Source: an optimization exercise on an open RTL-to-GDS flow (aim: small area). Production flows keep margins and buffers that such runs may drop.
Only simulation tests tie the RTL to the original design; equivalence was not proved.
Power is estimated from default activity; no workload was simulated.

==> flow/design.v <==
`timescale 1ns/100ps
package lc4_isa_pkg;
   localparam int NUM_REGS = 8;
   typedef logic [15:0] word_t;
   typedef logic [2:0]  reg_sel_t;
   typedef enum logic [3:0] {
      OP_BR    = 4'b0000,
      OP_ADD   = 4'b0001,
      OP_AND   = 4'b0101,
      OP_LDR   = 4'b0110,
      OP_STR   = 4'b0111,
      OP_CONST = 4'b1001
   } opcode_e;
   typedef struct packed {
      logic n;
      logic z;
      logic p;
   } nzp_t;
   typedef struct packed {
      opcode_e  opcode;
      reg_sel_t rd;
      reg_sel_t rs;
      logic [2:0] subop;
      reg_sel_t rt;
   } rr_fmt_t;
   typedef struct packed {
      opcode_e  opcode;
      reg_sel_t rd;
      reg_sel_t rs;
      logic     imm_form;
      logic [4:0] imm5;
   } ri_fmt_t;
   typedef struct packed {
      opcode_e  opcode;
      reg_sel_t rd;
      reg_sel_t rs;
      logic [5:0] imm6;
   } mem_fmt_t;
   typedef struct packed {
      opcode_e  opcode;
      nzp_t     nzp;
      logic [8:0] imm9;
   } br_fmt_t;
   typedef struct packed {
      opcode_e  opcode;
      reg_sel_t rd;
      logic [8:0] imm9;
   } const_fmt_t;
   typedef union packed {
      rr_fmt_t    rr;
      ri_fmt_t    ri;
      mem_fmt_t   mem;
      br_fmt_t    br;
      const_fmt_t cnst;
   } insn_u;
   function automatic nzp_t nzp_of(word_t value);
      nzp_t flags;
      flags.n = value[15];
      flags.z = (value == '0);
      flags.p = !value[15] && (value != '0);
      nzp_of = flags;
   endfunction
   typedef enum logic [1:0] {
      ALU_ADD,
      ALU_AND,
      ALU_CONST,
      ALU_BRANCH
   } alu_op_e;
   typedef struct packed {
      logic    valid;
      logic    rs_re;
      logic    rt_re;
      logic    rf_we;
      logic    nzp_we;
      logic    is_load;
      logic    is_store;
      logic    is_branch;
      logic    use_imm;
      alu_op_e alu_op;
   } ctrl_t;
   typedef struct packed {
      word_t pc;
      insn_u insn;
      logic  valid;
   } fd_t;
   typedef struct packed {
      word_t    pc;
      insn_u    insn;
      ctrl_t    ctrl;
      reg_sel_t rs_sel;
      reg_sel_t rt_sel;
      reg_sel_t wsel;
      word_t    rs_data;
      word_t    rt_data;
   } dx_t;
   typedef struct packed {
      word_t    pc;
      word_t    insn;
      ctrl_t    ctrl;
      reg_sel_t wsel;
      reg_sel_t rt_sel;
      word_t    result;
      word_t    store_data;
   } xm_t;
   typedef struct packed {
      logic     rf_we;
      reg_sel_t wsel;
      word_t    data;
   } wb_t;
   typedef struct packed {
      logic     valid;
      word_t    pc;
      word_t    insn;
      logic     rf_we;
      reg_sel_t wsel;
      word_t    wdata;
   } retire_t;
endpackage
`timescale 1ns/100ps
module lc4_decoder
(
   input  lc4_isa_pkg::insn_u    i_insn,
   output lc4_isa_pkg::ctrl_t    o_ctrl,
   output lc4_isa_pkg::reg_sel_t o_rs_sel,
   output lc4_isa_pkg::reg_sel_t o_rt_sel,
   output lc4_isa_pkg::reg_sel_t o_wsel
);
   always_comb begin
      o_ctrl   = '0;
      o_rs_sel = i_insn.rr.rs;
      o_rt_sel = i_insn.rr.rt;
      o_wsel   = i_insn.rr.rd;
      case (i_insn.rr.opcode)
         lc4_isa_pkg::OP_ADD, lc4_isa_pkg::OP_AND: begin
            if (i_insn.ri.imm_form || i_insn.rr.subop == 3'b000) begin
               o_ctrl.valid   = 1'b1;
               o_ctrl.rs_re   = 1'b1;
               o_ctrl.rt_re   = !i_insn.ri.imm_form;
               o_ctrl.rf_we   = 1'b1;
               o_ctrl.nzp_we  = 1'b1;
               o_ctrl.use_imm = i_insn.ri.imm_form;
               o_ctrl.alu_op  = (i_insn.rr.opcode == lc4_isa_pkg::OP_AND) ? lc4_isa_pkg::ALU_AND : lc4_isa_pkg::ALU_ADD;
            end
         end
         lc4_isa_pkg::OP_CONST: begin
            o_ctrl.valid  = 1'b1;
            o_ctrl.rf_we  = 1'b1;
            o_ctrl.nzp_we = 1'b1;
            o_ctrl.alu_op = lc4_isa_pkg::ALU_CONST;
         end
         lc4_isa_pkg::OP_LDR: begin
            o_ctrl.valid   = 1'b1;
            o_ctrl.rs_re   = 1'b1;
            o_ctrl.rf_we   = 1'b1;
            o_ctrl.nzp_we  = 1'b1;
            o_ctrl.is_load = 1'b1;
            o_ctrl.use_imm = 1'b1;
         end
         lc4_isa_pkg::OP_STR: begin
            o_ctrl.valid    = 1'b1;
            o_ctrl.rs_re    = 1'b1;
            o_ctrl.rt_re    = 1'b1;
            o_ctrl.is_store = 1'b1;
            o_ctrl.use_imm  = 1'b1;
            o_rt_sel        = i_insn.mem.rd;
         end
         lc4_isa_pkg::OP_BR: begin
            o_ctrl.valid     = 1'b1;
            o_ctrl.is_branch = 1'b1;
            o_ctrl.alu_op    = lc4_isa_pkg::ALU_BRANCH;
         end
         default: ;
      endcase
   end
endmodule
`timescale 1ns/100ps
module lc4_regfile
(
   input  logic     gwe,
   input  logic     i_reset,
   input  lc4_isa_pkg::reg_sel_t i_rs_sel,
   input  lc4_isa_pkg::reg_sel_t i_rt_sel,
   output lc4_isa_pkg::word_t    o_rs_data,
   output lc4_isa_pkg::word_t    o_rt_data,
   input  lc4_isa_pkg::wb_t      i_wb
);
   lc4_isa_pkg::word_t regs [lc4_isa_pkg::NUM_REGS];
   always_ff @(posedge gwe) begin
      if (i_reset) begin
         for (int i = 0; i < lc4_isa_pkg::NUM_REGS; i++) begin
            regs[i] <= '0;
         end
      end else if (i_wb.rf_we) begin
         regs[i_wb.wsel] <= i_wb.data;
      end
   end
   assign o_rs_data = (i_wb.rf_we && i_wb.wsel == i_rs_sel) ? i_wb.data : regs[i_rs_sel];
   assign o_rt_data = (i_wb.rf_we && i_wb.wsel == i_rt_sel) ? i_wb.data : regs[i_rt_sel];
endmodule
`timescale 1ns/100ps
module lc4_fetch
#(
   parameter logic [15:0] RESET_PC = 16'h8200
) (
   input  logic  gwe,
   input  logic  i_reset,
   input  logic  i_stall,
   input  logic  i_redirect,
   input  lc4_isa_pkg::word_t i_target,
   output lc4_isa_pkg::word_t o_imem_addr,
   input  lc4_isa_pkg::word_t i_imem_data,
   output lc4_isa_pkg::fd_t   o_fd
);
   lc4_isa_pkg::word_t pc_q;
   assign o_imem_addr = pc_q;
   always_ff @(posedge gwe) begin
      if (i_reset) begin
         pc_q       <= RESET_PC;
         o_fd.valid <= 1'b0;
      end else if (i_redirect) begin
         pc_q       <= i_target;
         o_fd.valid <= 1'b0;
      end else if (!i_stall) begin
         pc_q       <= pc_q + 16'd1;
         o_fd.pc    <= pc_q;
         o_fd.insn  <= i_imem_data;
         o_fd.valid <= 1'b1;
      end
   end
endmodule
`timescale 1ns/100ps
module lc4_decode_stage
(
   input  logic gwe,
   input  logic i_reset,
   input  lc4_isa_pkg::fd_t  i_fd,
   input  logic i_redirect,
   input  lc4_isa_pkg::wb_t  i_wb,
   output logic o_stall,
   output lc4_isa_pkg::dx_t  o_dx
);
   lc4_isa_pkg::ctrl_t    dec_ctrl;
   lc4_isa_pkg::reg_sel_t rs_sel;
   lc4_isa_pkg::reg_sel_t rt_sel;
   lc4_isa_pkg::reg_sel_t wsel;
   lc4_isa_pkg::word_t    rs_data;
   lc4_isa_pkg::word_t    rt_data;
   logic     dec_valid;
   logic     rs_hazard;
   logic     rt_hazard;
   lc4_decoder lc4_decoder_i (
      .i_insn   (i_fd.insn),
      .o_ctrl   (dec_ctrl),
      .o_rs_sel (rs_sel),
      .o_rt_sel (rt_sel),
      .o_wsel   (wsel)
   );
   lc4_regfile lc4_regfile_i (
      .gwe       (gwe),
      .i_reset   (i_reset),
      .i_rs_sel  (rs_sel),
      .i_rt_sel  (rt_sel),
      .o_rs_data (rs_data),
      .o_rt_data (rt_data),
      .i_wb      (i_wb)
   );
   assign dec_valid = i_fd.valid && dec_ctrl.valid;
   assign rs_hazard = dec_ctrl.rs_re && rs_sel == o_dx.wsel;
   assign rt_hazard = dec_ctrl.rt_re && !dec_ctrl.is_store && rt_sel == o_dx.wsel;
   assign o_stall   = dec_valid && o_dx.ctrl.valid && o_dx.ctrl.is_load &&
                      (rs_hazard || rt_hazard);
   always_ff @(posedge gwe) begin
      if (i_reset) begin
         o_dx.ctrl <= '0;
      end else begin
         o_dx.pc      <= i_fd.pc;
         o_dx.insn    <= i_fd.insn;
         o_dx.rs_sel  <= rs_sel;
         o_dx.rt_sel  <= rt_sel;
         o_dx.wsel    <= wsel;
         o_dx.rs_data <= rs_data;
         o_dx.rt_data <= rt_data;
         if (o_stall || i_redirect || !dec_valid) begin
            o_dx.ctrl <= '0;
         end else begin
            o_dx.ctrl <= dec_ctrl;
         end
      end
   end
endmodule
`timescale 1ns/100ps
module lc4_execute
(
   input  logic  gwe,
   input  logic  i_reset,
   input  lc4_isa_pkg::dx_t   i_dx,
   input  lc4_isa_pkg::wb_t   i_wb,
   input  lc4_isa_pkg::nzp_t  i_cond,
   output logic  o_redirect,
   output lc4_isa_pkg::word_t o_target,
   output lc4_isa_pkg::xm_t   o_xm
);
   lc4_isa_pkg::word_t rs_val;
   lc4_isa_pkg::word_t rt_val;
   lc4_isa_pkg::word_t imm_val;
   lc4_isa_pkg::word_t op_b;
   lc4_isa_pkg::word_t alu_res;
   function automatic lc4_isa_pkg::word_t bypass(lc4_isa_pkg::reg_sel_t sel, lc4_isa_pkg::word_t rf_val, lc4_isa_pkg::xm_t xm, lc4_isa_pkg::wb_t wb);
      if (xm.ctrl.rf_we && !xm.ctrl.is_load && xm.wsel == sel) begin
         bypass = xm.result;
      end else if (wb.rf_we && wb.wsel == sel) begin
         bypass = wb.data;
      end else begin
         bypass = rf_val;
      end
   endfunction
   always_comb begin
      rs_val = bypass(i_dx.rs_sel, i_dx.rs_data, o_xm, i_wb);
      rt_val = bypass(i_dx.rt_sel, i_dx.rt_data, o_xm, i_wb);
   end
   assign imm_val = (i_dx.ctrl.is_load || i_dx.ctrl.is_store) ?
                    {{10{i_dx.insn.mem.imm6[5]}}, i_dx.insn.mem.imm6} :
                    {{11{i_dx.insn.ri.imm5[4]}}, i_dx.insn.ri.imm5};
   assign op_b = i_dx.ctrl.use_imm ? imm_val : rt_val;
   always_comb begin
      case (i_dx.ctrl.alu_op)
         lc4_isa_pkg::ALU_ADD:    alu_res = rs_val + op_b;
         lc4_isa_pkg::ALU_AND:    alu_res = rs_val & op_b;
         lc4_isa_pkg::ALU_CONST:  alu_res = {{7{i_dx.insn.cnst.imm9[8]}}, i_dx.insn.cnst.imm9};
         lc4_isa_pkg::ALU_BRANCH: alu_res = i_dx.pc + 16'd1 + {{7{i_dx.insn.br.imm9[8]}}, i_dx.insn.br.imm9};
         default:    alu_res = '0;
      endcase
   end
   assign o_redirect = i_dx.ctrl.valid && i_dx.ctrl.is_branch &&
                       ((i_dx.insn.br.nzp & i_cond) != '0);
   assign o_target   = alu_res;
   always_ff @(posedge gwe) begin
      if (i_reset) begin
         o_xm.ctrl <= '0;
      end else begin
         o_xm.ctrl       <= i_dx.ctrl;
         o_xm.pc         <= i_dx.pc;
         o_xm.insn       <= i_dx.insn;
         o_xm.wsel       <= i_dx.wsel;
         o_xm.rt_sel     <= i_dx.rt_sel;
         o_xm.result     <= alu_res;
         o_xm.store_data <= rt_val;
      end
   end
endmodule
`timescale 1ns/100ps
module lc4_memory_stage
(
   input  logic    gwe,
   input  logic    i_reset,
   input  lc4_isa_pkg::xm_t     i_xm,
   output lc4_isa_pkg::word_t   o_dmem_addr,
   output logic    o_dmem_we,
   output lc4_isa_pkg::word_t   o_dmem_wdata,
   input  lc4_isa_pkg::word_t   i_dmem_data,
   output lc4_isa_pkg::nzp_t    o_cond,
   output lc4_isa_pkg::wb_t     o_wb,
   output lc4_isa_pkg::retire_t o_retire
);
   lc4_isa_pkg::nzp_t  nzp_q;
   lc4_isa_pkg::nzp_t  m_nzp;
   lc4_isa_pkg::word_t m_result;
   logic  wm_hit;
   assign o_dmem_addr = (i_xm.ctrl.is_load || i_xm.ctrl.is_store) ? i_xm.result : '0;
   assign o_dmem_we   = i_xm.ctrl.valid && i_xm.ctrl.is_store;
   assign wm_hit       = i_xm.ctrl.is_store && o_wb.rf_we && o_wb.wsel == i_xm.rt_sel;
   assign o_dmem_wdata = wm_hit ? o_wb.data : i_xm.store_data;
   assign m_result = i_xm.ctrl.is_load ? i_dmem_data : i_xm.result;
   assign m_nzp    = lc4_isa_pkg::nzp_of(m_result);
   assign o_cond = i_xm.ctrl.nzp_we ? m_nzp : nzp_q;
   always_ff @(posedge gwe) begin
      if (i_reset) begin
         nzp_q <= '0;
      end else if (i_xm.ctrl.valid && i_xm.ctrl.nzp_we) begin
         nzp_q <= m_nzp;
      end
   end
   always_ff @(posedge gwe) begin
      if (i_reset) begin
         o_retire.valid <= 1'b0;
         o_retire.rf_we <= 1'b0;
      end else begin
         o_retire.valid <= i_xm.ctrl.valid;
         o_retire.rf_we <= i_xm.ctrl.rf_we;
         o_retire.pc    <= i_xm.pc;
         o_retire.insn  <= i_xm.insn;
         o_retire.wsel  <= i_xm.wsel;
         o_retire.wdata <= m_result;
      end
   end
   assign o_wb.rf_we = o_retire.rf_we;
   assign o_wb.wsel  = o_retire.wsel;
   assign o_wb.data  = o_retire.wdata;
endmodule
`timescale 1ns/100ps
module lc4_pipeline
#(
   parameter logic [15:0] RESET_PC = 16'h8200
) (
   input  logic    gwe,
   input  logic    i_reset,
   output lc4_isa_pkg::word_t   o_imem_addr,
   input  lc4_isa_pkg::word_t   i_imem_data,
   output lc4_isa_pkg::word_t   o_dmem_addr,
   output logic    o_dmem_we,
   output lc4_isa_pkg::word_t   o_dmem_wdata,
   input  lc4_isa_pkg::word_t   i_dmem_data,
   output lc4_isa_pkg::retire_t o_retire
);
   lc4_isa_pkg::fd_t   fd;
   lc4_isa_pkg::dx_t   dx;
   lc4_isa_pkg::xm_t   xm;
   lc4_isa_pkg::wb_t   wb;
   lc4_isa_pkg::nzp_t  cond;
   logic  stall;
   logic  redirect;
   lc4_isa_pkg::word_t target;
   lc4_fetch #(
      .RESET_PC (RESET_PC)
   ) lc4_fetch_i (
      .gwe         (gwe),
      .i_reset     (i_reset),
      .i_stall     (stall),
      .i_redirect  (redirect),
      .i_target    (target),
      .o_imem_addr (o_imem_addr),
      .i_imem_data (i_imem_data),
      .o_fd        (fd)
   );
   lc4_decode_stage lc4_decode_stage_i (
      .gwe        (gwe),
      .i_reset    (i_reset),
      .i_fd       (fd),
      .i_redirect (redirect),
      .i_wb       (wb),
      .o_stall    (stall),
      .o_dx       (dx)
   );
   lc4_execute lc4_execute_i (
      .gwe        (gwe),
      .i_reset    (i_reset),
      .i_dx       (dx),
      .i_wb       (wb),
      .i_cond     (cond),
      .o_redirect (redirect),
      .o_target   (target),
      .o_xm       (xm)
   );
   lc4_memory_stage lc4_memory_stage_i (
      .gwe          (gwe),
      .i_reset      (i_reset),
      .i_xm         (xm),
      .o_dmem_addr  (o_dmem_addr),
      .o_dmem_we    (o_dmem_we),
      .o_dmem_wdata (o_dmem_wdata),
      .i_dmem_data  (i_dmem_data),
      .o_cond       (cond),
      .o_wb         (wb),
      .o_retire     (o_retire)
   );
endmodule
`timescale 1ns/100ps
module lc4_top (
   input  logic        clk,
   input  logic        i_reset,
   output logic [15:0] o_imem_addr,
   input  logic [15:0] i_imem_data,
   output logic [15:0] o_dmem_addr,
   output logic        o_dmem_we,
   output logic [15:0] o_dmem_wdata,
   input  logic [15:0] i_dmem_data,
   output logic        o_retire_valid,
   output logic [15:0] o_retire_pc,
   output logic [15:0] o_retire_insn,
   output logic        o_retire_rf_we,
   output logic [2:0]  o_retire_wsel,
   output logic [15:0] o_retire_wdata
);
   lc4_isa_pkg::retire_t retire;
   lc4_pipeline #(
      .RESET_PC (16'h8200)
   ) lc4_pipeline_i (
      .gwe          (clk),
      .i_reset      (i_reset),
      .o_imem_addr  (o_imem_addr),
      .i_imem_data  (i_imem_data),
      .o_dmem_addr  (o_dmem_addr),
      .o_dmem_we    (o_dmem_we),
      .o_dmem_wdata (o_dmem_wdata),
      .i_dmem_data  (i_dmem_data),
      .o_retire     (retire)
   );
   assign o_retire_valid = retire.valid;
   assign o_retire_pc    = retire.pc;
   assign o_retire_insn  = retire.insn;
   assign o_retire_rf_we = retire.rf_we;
   assign o_retire_wsel  = retire.wsel;
   assign o_retire_wdata = retire.wdata;
endmodule
==> flow/run.sh <==
#!/bin/bash
# synth_recipe.tcl (not shown) runs the flow's synth.tcl, then flattens the netlist and writes it again
# the make line also repeats each setting of config.mk as NAME=value (left out here)
make -C /OpenROAD-flow-scripts/flow DESIGN_CONFIG=/design/flow/config.mk WORK_HOME=/design/flow/orfs CLKGATE_MAP_FILE= SYNTH_SCRIPT=/design/flow/synth_recipe.tcl finish
==> flow/config.mk <==
export PLATFORM = sky130hd
export DESIGN_NAME = lc4_top
export DESIGN_NICKNAME = lc4_top
export VERILOG_FILES = /design/flow/design.v
export SDC_FILE = /design/flow/constraint.sdc
export NUM_CORES = 4
export LEC_CHECK = 0
export CAP_MARGIN = 20
export CORE_MARGIN = 2
export CORE_UTILIZATION = 40
export SLEW_MARGIN = 20
==> flow/constraint.sdc <==
create_clock -name core_clock -period 6.0 [get_ports {clk}]
set_input_delay 1.2000 -clock core_clock [delete_from_list [all_inputs] [get_ports {clk}]]
set_output_delay 1.2000 -clock core_clock [all_outputs]
set_load 0.01 [all_outputs]
==> flow_summary.json <==
{
  "status": "no timing/DRC/antenna violations",
  "avgSynthCellArea_um2": 12.1,
  "grtUsageTotal": 0.220,
  "std_cell_rows": 80,
  "synthArstFlopShare": 0,
  "htree_levels": 2,
  "drt-pass1-iter-count": 5,
  "worstMarginPinSlew_ns": 0.956,
  "rsz0062_at_grt": "false",
  "required_ns": 6.31,
  "root_buffer": "clkbuf_16",
  "die_w_um": 223,
  "post_cts_resized": 0,
  "die_y_um": 223,
  "powerDensity_nw_per_um2": 291,
  "synthCells": 1583,
  "clkTransAtPathRegs_ns": 0.06,
  "gr-total-overflow": 0,
  "synth-main-ff-cell": "edfxtp_1",
  "min_period_over_period": 0.772,
  "max_cap_violations": 0,
  "seq_area_frac_synth": 0.571,
  "slew_violations": 0,
  "ys_types": 90,
  "fin_skew_ns": 0.0216,
  "area_delta_synth_final_pct": 17.2,
  "path_class": "flip-flop to flip-flop",
  "cts_buffer_depth": 3,
  "cts_buffers": 41,
  "ant_nets": 0,
  "synth_edf_count": 342,
  "wl_um": 54500,
  "cts_tree": "yes",
  "fmax_mhz": 216,
  "core_area_um2": 47500,
  "final_nets": 1765,
  "critPathCaptureType": "flip-flop",
  "syn-num-nets": 1651,
  "initial_core_util": 0.403,
  "grt_max_degree": 67,
  "ys_warn_count": 6,
  "grt_pass1_vias": 13000,
  "worst-endpoint-arrival_ns": 4.95,
  "syn_area_um2": 19200,
  "synth.ff_latch_count": 376,
  "hold_path.class": "flip-flop to flip-flop",
  "io_buffers": 135,
  "crit_fanout": 24,
  "slew_headroom": 0.357,
  "gpl.final_weighted_congestion": 0.924,
  "fin_hold_ws_ns": 0.413,
  "setup_viol": 0,
  "vias": 13000,
  "critPathLaunchType": "flip-flop",
  "wl_per_cell_um": 23.3,
  "vdd_drop_max_mv": 0.166,
  "antenna_found_initial": 0,
  "io_pins": 136,
  "drc": 0,
  "post-route-min-period_ns": 4.63,
  "layout-drive-gt1-share": 0.126,
  "instances_no_fill": 2343,
  "grt_pass1_wl_um": 82200,
  "first_iter_violations": 1096,
  "die_area_um2": 49700,
  "dp.cells": 2269,
  "hold_buffers": 0,
  "clk_latency_ns": 0.57,
  "viasPerCell": 5.55,
  "cts.sinks": 376,
  "place_hpwl_um": 36800,
  "post_cts_buffers": 0,
  "totalNegativeSetupSlack_ns": 0,
  "power_leakage_nw": 8.13,
  "hold_violations": 0
}
[state kept, by name, indices dropped and copies added (netlist names)]
signal	count
lc4_pipeline_i.lc4_decode_stage_i.lc4_regfile_i.regs	128
lc4_pipeline_i.lc4_decode_stage_i.o_dx	75
lc4_pipeline_i.lc4_execute_i.o_xm	71
lc4_pipeline_i.lc4_fetch_i.o_fd	33
lc4_pipeline_i.lc4_fetch_i.pc_q	16
lc4_pipeline_i.lc4_memory_stage_i.nzp_q	3
lc4_pipeline_i.lc4_memory_stage_i.o_retire	50
[worst max-delay path, stage by stage, from the launching register on]
cell,delay (ns)
dfxtp_1,0.29
buf_4,0.22
nand2b_1,0.22
nor4_2,0.80
nand2_1,0.10
o21ai_0,0.13
mux2_2,0.19
ha_1,0.20
inv_1,0.08
fa_1,0.46
nor2b_1,0.24
o2111a_1,0.27
o31a_1,0.18
o41ai_2,0.10
or3_1,0.40
and4_1,0.21
or3_1,0.30
[cells by family (layout without fill, tap and decap cells)]
logic type / Yosys count / count (layout) / synth area share
adders and majority gates: 34 / 34 / 0.0230
AOI/OAI and AO/OA: 253 / 253 / 0.0917
buffers and inverters: 126 / 270 / 0.0296
muxes: 136 / 136 / 0.100
DFF: 376 / 376 / 0.571
other: 0 / 1 / 0
and+or+nand+nor: 599 / 599 / 0.158
xor gates and xnor gates: 59 / 59 / 0.0269
[cells in the mapped netlist (all sizes together), types with 21 or more instances]
master | n | area, um^2
xor2 | 27 | 236
mux2i | 57 | 587
clkbuf | 61 | 229
mux4 | 39 | 878
xnor2 | 32 | 280
inv | 23 | 86.3
edfxtp | 342 | 10300
nor2 | 52 | 195
o21ai | 87 | 439
nor3 | 27 | 160
ha | 32 | 400
dfxtp | 34 | 681
mux2 | 40 | 454
buf | 42 | 253
nor2b | 33 | 206
nand3 | 45 | 225
a21oi | 31 | 163
and3 | 21 | 131
nand2 | 235 | 882
and2 | 136 | 851
[placed cells by master, fill, tap and decap left out, drive strengths merged, types with 10 or more instances in the layout]
cell type / instances
a21o: 10
a21oi: 31
a311oi: 18
a31oi: 20
and2: 136
and3: 21
buf: 39
clkbuf: 49
clkdlybuf4s50: 135
clkinv: 21
dfxtp: 34
edfxtp: 342
ha: 32
inv: 23
mux2: 40
mux2i: 57
mux4: 39
nand2: 235
nand3: 45
nor2: 52
nor2b: 33
nor3: 27
o21a: 19
o21ai: 87
xnor2: 32
xor2: 27
[final cells by class]
| type | instances | area [um^2] |
|---|---|---|
| Tap cell | 615 | 769 |
| Inverter | 23 | 93.8 |
| Fill cell | 4219 | 25100 |
| Clock inverter | 24 | 215 |
| Sequential cell | 376 | 11000 |
| Timing Repair Buffer | 174 | 1640 |
| Multi-Input combinational cell | 1081 | 7710 |
| Clock buffer | 49 | 1090 |
| Antenna cell | 1 | 2.50 |
[final timing paths]
check                                             start                                          to  slack [ns]  depth (start not counted)
setup / recovery  lc4_pipeline_i.lc4_execute_i.o_xm[43]       lc4_pipeline_i.lc4_execute_i.o_xm[30]        1.37                         16
hold / removal      lc4_pipeline_i.lc4_fetch_i.o_fd[26]  lc4_pipeline_i.lc4_decode_stage_i.o_dx[77]        0.41                          0
setup reg to reg  lc4_pipeline_i.lc4_execute_i.o_xm[43]       lc4_pipeline_i.lc4_execute_i.o_xm[30]        1.37                         16
hold reg to reg     lc4_pipeline_i.lc4_fetch_i.o_fd[26]  lc4_pipeline_i.lc4_decode_stage_i.o_dx[77]        0.41                          0
[power breakdown]
part	total, mW	switching, mW	internal (mW)
sequential	3.23	0.193	3.04
clock	2.49	1.06	1.43
combinational	0.830	0.464	0.366
[per-layer routing]
layer / global-route usage / wire, um
met1: 0.282 / 22700
met2: 0.385 / 27500
met3: 0.0279 / 2600
met4: 0.0743 / 1700
met5: 0 / 0
[metrics by stage]
stage          power [mW]  setup slack (ns)  instance area [um^2]   util
2_1_floorplan        3.72              1.59                 19200      -
3_5_place_dp         4.11              1.37                 21200  0.445
4_1_cts              6.59              1.37                 22500  0.473
3_3_place_gp         4.10              1.45                 21200  0.445
5_1_grt              6.78             0.966                 22500  0.473
6_report             6.55              1.37                 22500  0.473

[port drivers added, routing unchanged]
How much do the figures lean on ideal ports? The routed layout below was timed once more, with nothing changed but the port constraints.
Step 1: set_driving_cell puts a clkbuf_16 on clk and a buf_2 on each other input, an assumption about the parent block.
Step 2, shift: input delay + t, output delay - t, t = (earliest + latest rising clock arrival at the registers) / 2. This alone moves slack from input paths to output paths.
a / b / c = ideal ports / drivers / drivers and shift; a / b = the first two.
shift t [ns]: 0.622
slack for setup (ns): 1.367 / 1.367 / 1.367
worst setup path at the end: register to register
After both steps setup and hold are still met in this run. The setup slack of this run moves by 0.000 ns with the drivers and by 0.000 ns with both steps.
